This is an optimization exercise on Yosys and OpenROAD, whose aim is small area, a short achievable clock period and few clock cycles, not a production implementation.
Where RTL was checked, it was by simulation tests only, not by an equivalence proof against the original.
No activity file was given, so power comes from the tool's default toggle rates.

Setup of the reference run:
## bmp_row_to_rgb565_blend_top
module bmp_row_to_rgb565_blend_top (
    input  logic         aclk,
    input  logic         aresetn,
    input  logic         cfg_valid,
    output logic         cfg_ready,
    input  logic [1:0]   cfg_index,
    input  logic [15:0]  cfg_data,
    input  logic         s_valid,
    output logic         s_ready,
    input  logic [7:0]   s_data_byte,
    output logic         m_valid,
    input  logic         m_ready,
    output logic [15:0]  m_pixel_rgb565,
    output logic         m_row_last
);
Size: ~1300 cells after synthesis, ~220 flip-flops, about 51 I/O pins.
make LEC_CHECK=0 CAP_MARGIN=20 CORE_MARGIN=2 CORE_UTILIZATION=60 SETUP_SLACK_MARGIN=5 SLEW_MARGIN=20 finish   # period 8.0 ns
run.sh (not shown) runs the stock make flow with config.mk's settings and CLKGATE_MAP_FILE= SYNTH_SCRIPT=/design/flow/synth_recipe.tcl, a recipe that flattens the netlist after the stock synthesis.
Testbench counts of the reference run, summed over its fixed seeds: cycles 145,623.
Input changes introduced in the trial run (baseline for comparison: the reference run):
Settings: changing CORE_UTILIZATION from 60 to 40.
Results
DRC violation total after the first TritonRoute iteration: the trial run > the reference run. Number of global-route vias before repair in the trial run is 74 lower than in the reference run. Between the reference run and the trial run, the number of distinct library cells after synthesis figures differ only marginally. Average footprint of a synthesized cell of the reference run is on par with the trial run. Instance count on the critical path in the trial run is 4 higher than in the reference run.

* * *

bmp_row_to_rgb565_blend_top, a different RTL version from the one above (not shown whole).
Size: about 1,300 cells after synthesis, roughly 200 flip-flops, about 51 I/O pins, roughly 12,000 um^2 of cells after synthesis.
// bmp_row_to_rgb565_blend_top
module bmp_row_to_rgb565_blend_top (
    input  logic         aclk,
    input  logic         aresetn,
    input  logic         cfg_valid,
    output logic         cfg_ready,
    input  logic [1:0]   cfg_index,
    input  logic [15:0]  cfg_data,
    input  logic         s_valid,
    output logic         s_ready,
    input  logic [7:0]   s_data_byte,
    output logic         m_valid,
    input  logic         m_ready,
    output logic [15:0]  m_pixel_rgb565,
    output logic         m_row_last
);
clock: 8.0 ns
lec_check: 0
cap_margin: 20
core_margin: 2
core_utilization: 40
setup_slack_margin: 5
slew_margin: 20
standard.sh (not shown) runs the stock make flow with config.mk's settings and CLKGATE_MAP_FILE= SYNTH_SCRIPT=/design/flow/synth_recipe.tcl, a recipe that flattens the netlist after the stock synthesis.
==> flow/flow/run.sh <==
#!/bin/bash
set -euo pipefail
MARGIN=5.5
sed -e "s/SETUP_SLACK_MARGIN=[0-9.]*/SETUP_SLACK_MARGIN=${MARGIN}/" standard.sh > standard_tight.sh
grep -q "SETUP_SLACK_MARGIN=${MARGIN}" standard_tight.sh
export BUFFER_PORTS_ARGS="-buffer_cell sky130_fd_sc_hd__buf_2"
bash standard_tight.sh > flow_make.log 2>&1
test -s out/final.def
Testbench counts at the start, summed over its fixed seeds: cycles 149,051.
Rerun with:
--- a/flow/flow/run.sh
+++ b/flow/flow/run.sh
@@ -1,5 +1,5 @@
 #!/bin/bash
 set -euo pipefail
-MARGIN=5.5
+MARGIN=5.3
 sed -e "s/SETUP_SLACK_MARGIN=[0-9.]*/SETUP_SLACK_MARGIN=${MARGIN}/" standard.sh > standard_tight.sh
 grep -q "SETUP_SLACK_MARGIN=${MARGIN}" standard_tight.sh
CORE_UTILIZATION = 30   (was 40)
Final cell count came out higher by 5.8%.
Total power shrinks by 5.2%.
Routed wire length drops by 1.2%.
Global-route usage is lower by 5.2 points.
Final area falls by 4.6%.
Maximum frequency barely changes.
Setup slack loses 0.0055 ns.
Count of clock-buffer cells in the layout is unchanged.
Flip-flop and latch count is unchanged.

* * *

Starting RTL as in the previous note.
clock: 8.0 ns
lec_check: 0
cap_margin: 20
core_margin: 2
core_utilization: 55
setup_slack_margin: 5
slew_margin: 20
==> flow/flow/run.sh <==
#!/bin/bash
set -euo pipefail
MARGIN=5.3
sed -e "s/SETUP_SLACK_MARGIN=[0-9.]*/SETUP_SLACK_MARGIN=${MARGIN}/" standard.sh > standard_tight.sh
grep -q "SETUP_SLACK_MARGIN=${MARGIN}" standard_tight.sh
export BUFFER_PORTS_ARGS="-buffer_cell sky130_fd_sc_hd__buf_2"
bash standard_tight.sh > flow_make.log 2>&1
test -s out/final.def
Testbench counts at the start, summed over its fixed seeds: cycles 149,051.
Change:
==> flow/run.sh (new file) <==
#!/bin/bash
# synth_recipe.tcl (not shown) runs the flow's synth.tcl, then flattens the netlist and writes it again
# the make line also repeats each setting of config.mk as NAME=value (left out here)
make -C /OpenROAD-flow-scripts/flow DESIGN_CONFIG=/design/flow/config.mk WORK_HOME=/design/flow/orfs CLKGATE_MAP_FILE= SYNTH_SCRIPT=/design/flow/synth_recipe.tcl finish
- CORE_UTILIZATION: 55 -> 40
removed: flow/flow/run.sh
removed: flow/standard.sh
Wire length went down by 3.2%.
Clock power increases by about 2%.
Hold slack is better by 0.0059 ns.
Worst setup slack is worse by 0.12 ns.
Total power came out lower by 2.8%.
Area after synthesis is unchanged.
Via count drops by 3.2%.
Sequential power is about the same.
Count of clock-buffer cells in the layout rises by 1.
Non-clock buffer count decreases by 26.
Change:
==> flow/flow/run.sh (new file) <==
#!/bin/bash
set -euo pipefail
MARGIN=5.2
sed -e "s/SETUP_SLACK_MARGIN=[0-9.]*/SETUP_SLACK_MARGIN=${MARGIN}/" standard.sh > standard_tight.sh
grep -q "SETUP_SLACK_MARGIN=${MARGIN}" standard_tight.sh
export BUFFER_PORTS_ARGS="-buffer_cell sky130_fd_sc_hd__buf_2"
bash standard_tight.sh > flow_make.log 2>&1
test -s out/final.def
==> flow/standard.sh (new file) <==
#!/bin/bash
# synth_recipe.tcl (not shown) runs the flow's synth.tcl, then flattens the netlist and writes it again
# the make line also repeats each setting of config.mk as NAME=value (left out here)
make -C /OpenROAD-flow-scripts/flow DESIGN_CONFIG=/design/flow/config.mk WORK_HOME=/design/flow/orfs CLKGATE_MAP_FILE= SYNTH_SCRIPT=/design/flow/synth_recipe.tcl "${@:-finish}"
removed: flow/run.sh
After rerunning: The changed run finished clean. Non-clock buffer count grows by 9. Register-to-register slack improves by 0.16 ns. Critical path depth grows by 5.

* * *

bmp_row_to_rgb565_blend_top, a different RTL version from the one above (not shown whole).
Size: about 1300 cells after synthesis, about 210 flip-flops, ~51 I/O pins, ~0.013 sq mm of cells after synthesis.
==> flow/design.v (excerpt) <==
module bmp_row_to_rgb565_blend_top (
    input  logic         aclk,
    input  logic         aresetn,
    input  logic         cfg_valid,
    output logic         cfg_ready,
    input  logic [1:0]   cfg_index,
    input  logic [15:0]  cfg_data,
    input  logic         s_valid,
    output logic         s_ready,
    input  logic [7:0]   s_data_byte,
    output logic         m_valid,
    input  logic         m_ready,
    output logic [15:0]  m_pixel_rgb565,
    output logic         m_row_last
);
clock: 8.0 ns
lec_check: 0
abc_clock_period_in_ps: 2500
cap_margin: 20
core_margin: 2
core_utilization: 40
setup_slack_margin: 5
slew_margin: 20
run.sh (not shown) runs the stock make flow with config.mk's settings and CLKGATE_MAP_FILE= SYNTH_SCRIPT=/design/flow/synth_recipe.tcl, a recipe that flattens the netlist after the stock synthesis.
Stock flow here: none of the scripts above is used.
==> next run, changes <==
--- a/flow/config.mk
+++ b/flow/config.mk
@@ -8 +7,0 @@
-export ABC_CLOCK_PERIOD_IN_PS = 2500
@@ -12 +10,0 @@
-export SETUP_SLACK_MARGIN = 5
After rerunning: The new run finished clean; setup slack loses 0.87 ns; register-to-register slack degrades by 0.56 ns; via count went down by a few percent; cell count came out lower by a few percent; first-iteration DRC count is higher by about a fifth.
==> next run, changes <==
--- a/flow/config.mk
+++ b/flow/config.mk
@@ -10,0 +11 @@
+export SETUP_SLACK_MARGIN = 5
The changed run ran to the end with no violations.
Via count rose by 3.2%.
Utilization rose by 4.2 points.
Routed wire length rose by 7.5%.
Final area rose by about 9%.
Global-route usage rose by 1.2 points.
First-iteration DRC count fell by 17%.
Setup slack gains 0.87 ns.
Die area stays the same.
No functional check of the RTL was part of any run of this note.

* * *

RTL: one of the versions met above, not the one the previous note started from.
Size in the first run: roughly 1300 cells after synthesis, about 200 flip-flops, about 51 I/O pins, ~12000 sq um of cells after synthesis.
export LEC_CHECK = 0
export CAP_MARGIN = 20
export CORE_MARGIN = 2
export CORE_UTILIZATION = 40
export CTS_BUF_LIST = sky130_fd_sc_hd__clkbuf_8
export SETUP_SLACK_MARGIN = 5
export SLEW_MARGIN = 20
create_clock -name core_clock -period 8.0 [get_ports {aclk}]
The starting point passed the timing, DRC and antenna checks.
Testbench counts at the start, summed over its fixed seeds: cycles 149,051.
Then changed:
==> flow/flow/run.sh (new file) <==
#!/bin/bash
set -euo pipefail
MARGIN=5.3
sed -e "s/SETUP_SLACK_MARGIN=[0-9.]*/SETUP_SLACK_MARGIN=${MARGIN}/" standard.sh > standard_tight.sh
grep -q "SETUP_SLACK_MARGIN=${MARGIN}" standard_tight.sh
export BUFFER_PORTS_ARGS="-buffer_cell sky130_fd_sc_hd__buf_2"
bash standard_tight.sh > flow_make.log 2>&1
test -s out/final.def
==> flow/standard.sh (new file) <==
#!/bin/bash
# synth_recipe.tcl (not shown) runs the flow's synth.tcl, then flattens the netlist and writes it again
# the make line also repeats each setting of config.mk as NAME=value (left out here)
make -C /OpenROAD-flow-scripts/flow DESIGN_CONFIG=/design/flow/config.mk WORK_HOME=/design/flow/orfs CLKGATE_MAP_FILE= SYNTH_SCRIPT=/design/flow/synth_recipe.tcl "${@:-finish}"
--- a/flow/config.mk
+++ b/flow/config.mk
@@ -11 +10,0 @@
-export CTS_BUF_LIST = sky130_fd_sc_hd__clkbuf_8
removed: flow/run.sh
What happened: Flip-flop and latch count is unchanged. Power increases by 10%. Die area stays the same. Worst setup slack gains 0.24 ns. Cell area increases by 2.9%.
Then changed:
==> flow/run.sh (new file) <==
#!/bin/bash
# synth_recipe.tcl (not shown) runs the flow's synth.tcl, then flattens the netlist and writes it again
# the make line also repeats each setting of config.mk as NAME=value (left out here)
make -C /OpenROAD-flow-scripts/flow DESIGN_CONFIG=/design/flow/config.mk WORK_HOME=/design/flow/orfs CLKGATE_MAP_FILE= SYNTH_SCRIPT=/design/flow/synth_recipe.tcl finish
--- a/flow/config.mk
+++ b/flow/config.mk
@@ -10,0 +11,2 @@
+export CTS_BUF_LIST = sky130_fd_sc_hd__clkbuf_4 sky130_fd_sc_hd__clkbuf_8
+export CTS_CLUSTER_SIZE = 30
removed: flow/flow/run.sh
removed: flow/standard.sh
What happened:
- clock power came out lower by 20%
- worst hold slack degrades by 0.012 ns
- count of clock-buffer cells in the layout does not change
- final cell count falls by 1.8%
- setup slack is worse by 0.24 ns
- wire length decreases by 3.1%
- sequential power is about the same
- die area is unchanged
- cell area is lower by 2.8%
- first-iteration DRC count grows by 15%
Then changed:
==> flow/flow/run.sh (new file) <==
#!/bin/bash
set -euo pipefail
MARGIN=5.3
sed -e "s/SETUP_SLACK_MARGIN=[0-9.]*/SETUP_SLACK_MARGIN=${MARGIN}/" standard.sh > standard_tight.sh
grep -q "SETUP_SLACK_MARGIN=${MARGIN}" standard_tight.sh
export BUFFER_PORTS_ARGS="-buffer_cell sky130_fd_sc_hd__buf_1"
bash standard_tight.sh > flow_make.log 2>&1
test -s out/final.def
==> flow/standard.sh (new file) <==
#!/bin/bash
# synth_recipe.tcl (not shown) runs the flow's synth.tcl, then flattens the netlist and writes it again
# the make line also repeats each setting of config.mk as NAME=value (left out here)
make -C /OpenROAD-flow-scripts/flow DESIGN_CONFIG=/design/flow/config.mk WORK_HOME=/design/flow/orfs CLKGATE_MAP_FILE= SYNTH_SCRIPT=/design/flow/synth_recipe.tcl "${@:-finish}"
--- a/flow/config.mk
+++ b/flow/config.mk
@@ -11,2 +10,0 @@
-export CTS_BUF_LIST = sky130_fd_sc_hd__clkbuf_4 sky130_fd_sc_hd__clkbuf_8
-export CTS_CLUSTER_SIZE = 30
removed: flow/run.sh
What happened:
- area after synthesis does not change
- final area went up by a few percent
- routed wire length went up by a few percent
- sequential power barely changes
- sequential share of layout area went down by 0.62 points
- worst hold slack degrades by 0.010 ns
- global-route usage hardly moves
- critical path depth went up by 9
- via count went up by a few percent
- worst setup slack improves by 0.21 ns

* * *

## v6
Another version of the RTL of bmp_row_to_rgb565_blend_top (not shown whole).
Size: ~1200 cells after synthesis, roughly 51 I/O pins.
make LEC_CHECK=0 CAP_MARGIN=20 CORE_MARGIN=2 CORE_UTILIZATION=40 SETUP_SLACK_MARGIN=5 SLEW_MARGIN=20 finish   # period 8.0 ns
Stock flow here: none of the scripts above is used.
v6 went all the way through synthesis, placement and routing and the layout is clean on timing, DRC and antenna.
Inputs modified between v6 and v7:
==> flow/flow/run.sh (new file) <==
#!/bin/bash
set -euo pipefail
MARGIN=5.3
sed -e "s/SETUP_SLACK_MARGIN=[0-9.]*/SETUP_SLACK_MARGIN=${MARGIN}/" standard.sh > standard_tight.sh
grep -q "SETUP_SLACK_MARGIN=${MARGIN}" standard_tight.sh
export BUFFER_PORTS_ARGS="-buffer_cell sky130_fd_sc_hd__buf_2"
bash standard_tight.sh > flow_make.log 2>&1
test -s out/final.def
==> flow/standard.sh (new file) <==
#!/bin/bash
# synth_recipe.tcl (not shown) runs the flow's synth.tcl, then flattens the netlist and writes it again
# the make line also repeats each setting of config.mk as NAME=value (left out here)
make -C /OpenROAD-flow-scripts/flow DESIGN_CONFIG=/design/flow/config.mk WORK_HOME=/design/flow/orfs CLKGATE_MAP_FILE= SYNTH_SCRIPT=/design/flow/synth_recipe.tcl "${@:-finish}"
removed: flow/run.sh
[summary]
- v7 reports its endpoint of the worst setup timing path as c3 while v6 reports ha3[8].
- From v6 to v7 the numbers moved as follows: critical path depth climbed 6, minimum clock period after layout dropped 0.14 ns, sequential share of layout area dropped 1.2 points, number of setup buffers added after CTS climbed 30.
Function was not checked in any run of this note: the RTL went through the layout flow alone.

-- port drivers added, routing unchanged --
In the flow no input, the clock included, has a driving cell. The finished layouts below were timed again as built, in two steps.
Step 1 sets driving cells, clkbuf_16 on the clock port and buf_2 on the other inputs (assumed; they add their load-dependent delay and slew).
Step 2 times the ports against the registers' clock, not the clock port: input delays grow and output delays shrink by t, the midpoint of the rising clock arrivals with the driver on.
Slacks: ideal / step 1 / step 2; pairs: ideal / step 1.
run | t, ns | setup slack, ns | worst setup path at the end
the reference run | 0.553 | 5.024 / 4.991 / 4.495 | input to register
the trial run | 0.581 | 5.116 / 5.116 / 4.574 | input to register
the first run of note 2 | 0.484 | 5.282 / 5.282 / 4.825 | input to register
the second run of note 2 | 0.490 | 5.277 / 5.276 / 4.786 | input to register
the first run of note 3 | 0.489 | 5.210 / 5.210 / 4.829 | input to register
the second run of note 3 | 0.485 | 5.086 / 5.039 / 4.584 | input to register
the third run of note 3 | 0.491 | 5.247 / 5.230 / 4.739 | input to register
the first run of note 4 | 0.577 | 4.323 / 4.323 / 4.323 | register to register
the second run of note 4 | 0.573 | 3.456 / 3.483 / 2.909 | input to register
the third run of note 4 | 0.577 | 4.323 / 4.323 / 4.323 | register to register
the first run of note 5 | 0.520 | 5.064 / 5.030 / 4.544 | input to register
the second run of note 5 | 0.479 | 5.308 / 5.289 / 4.809 | input to register
the third run of note 5 | 0.520 | 5.064 / 5.030 / 4.544 | input to register
the fourth run of note 5 | 0.476 | 5.270 / 5.270 / 4.820 | input to register
v6 | 0.477 | 5.059 / 5.014 / 4.601 | input to register
v7 | 0.481 | 5.195 / 5.195 / 4.798 | input to register
After both steps setup and hold are still met in every run listed. For the second run of note 4, which loses most, drivers alone change the setup slack by +0.027 ns; drivers and shift together by -0.547 ns.
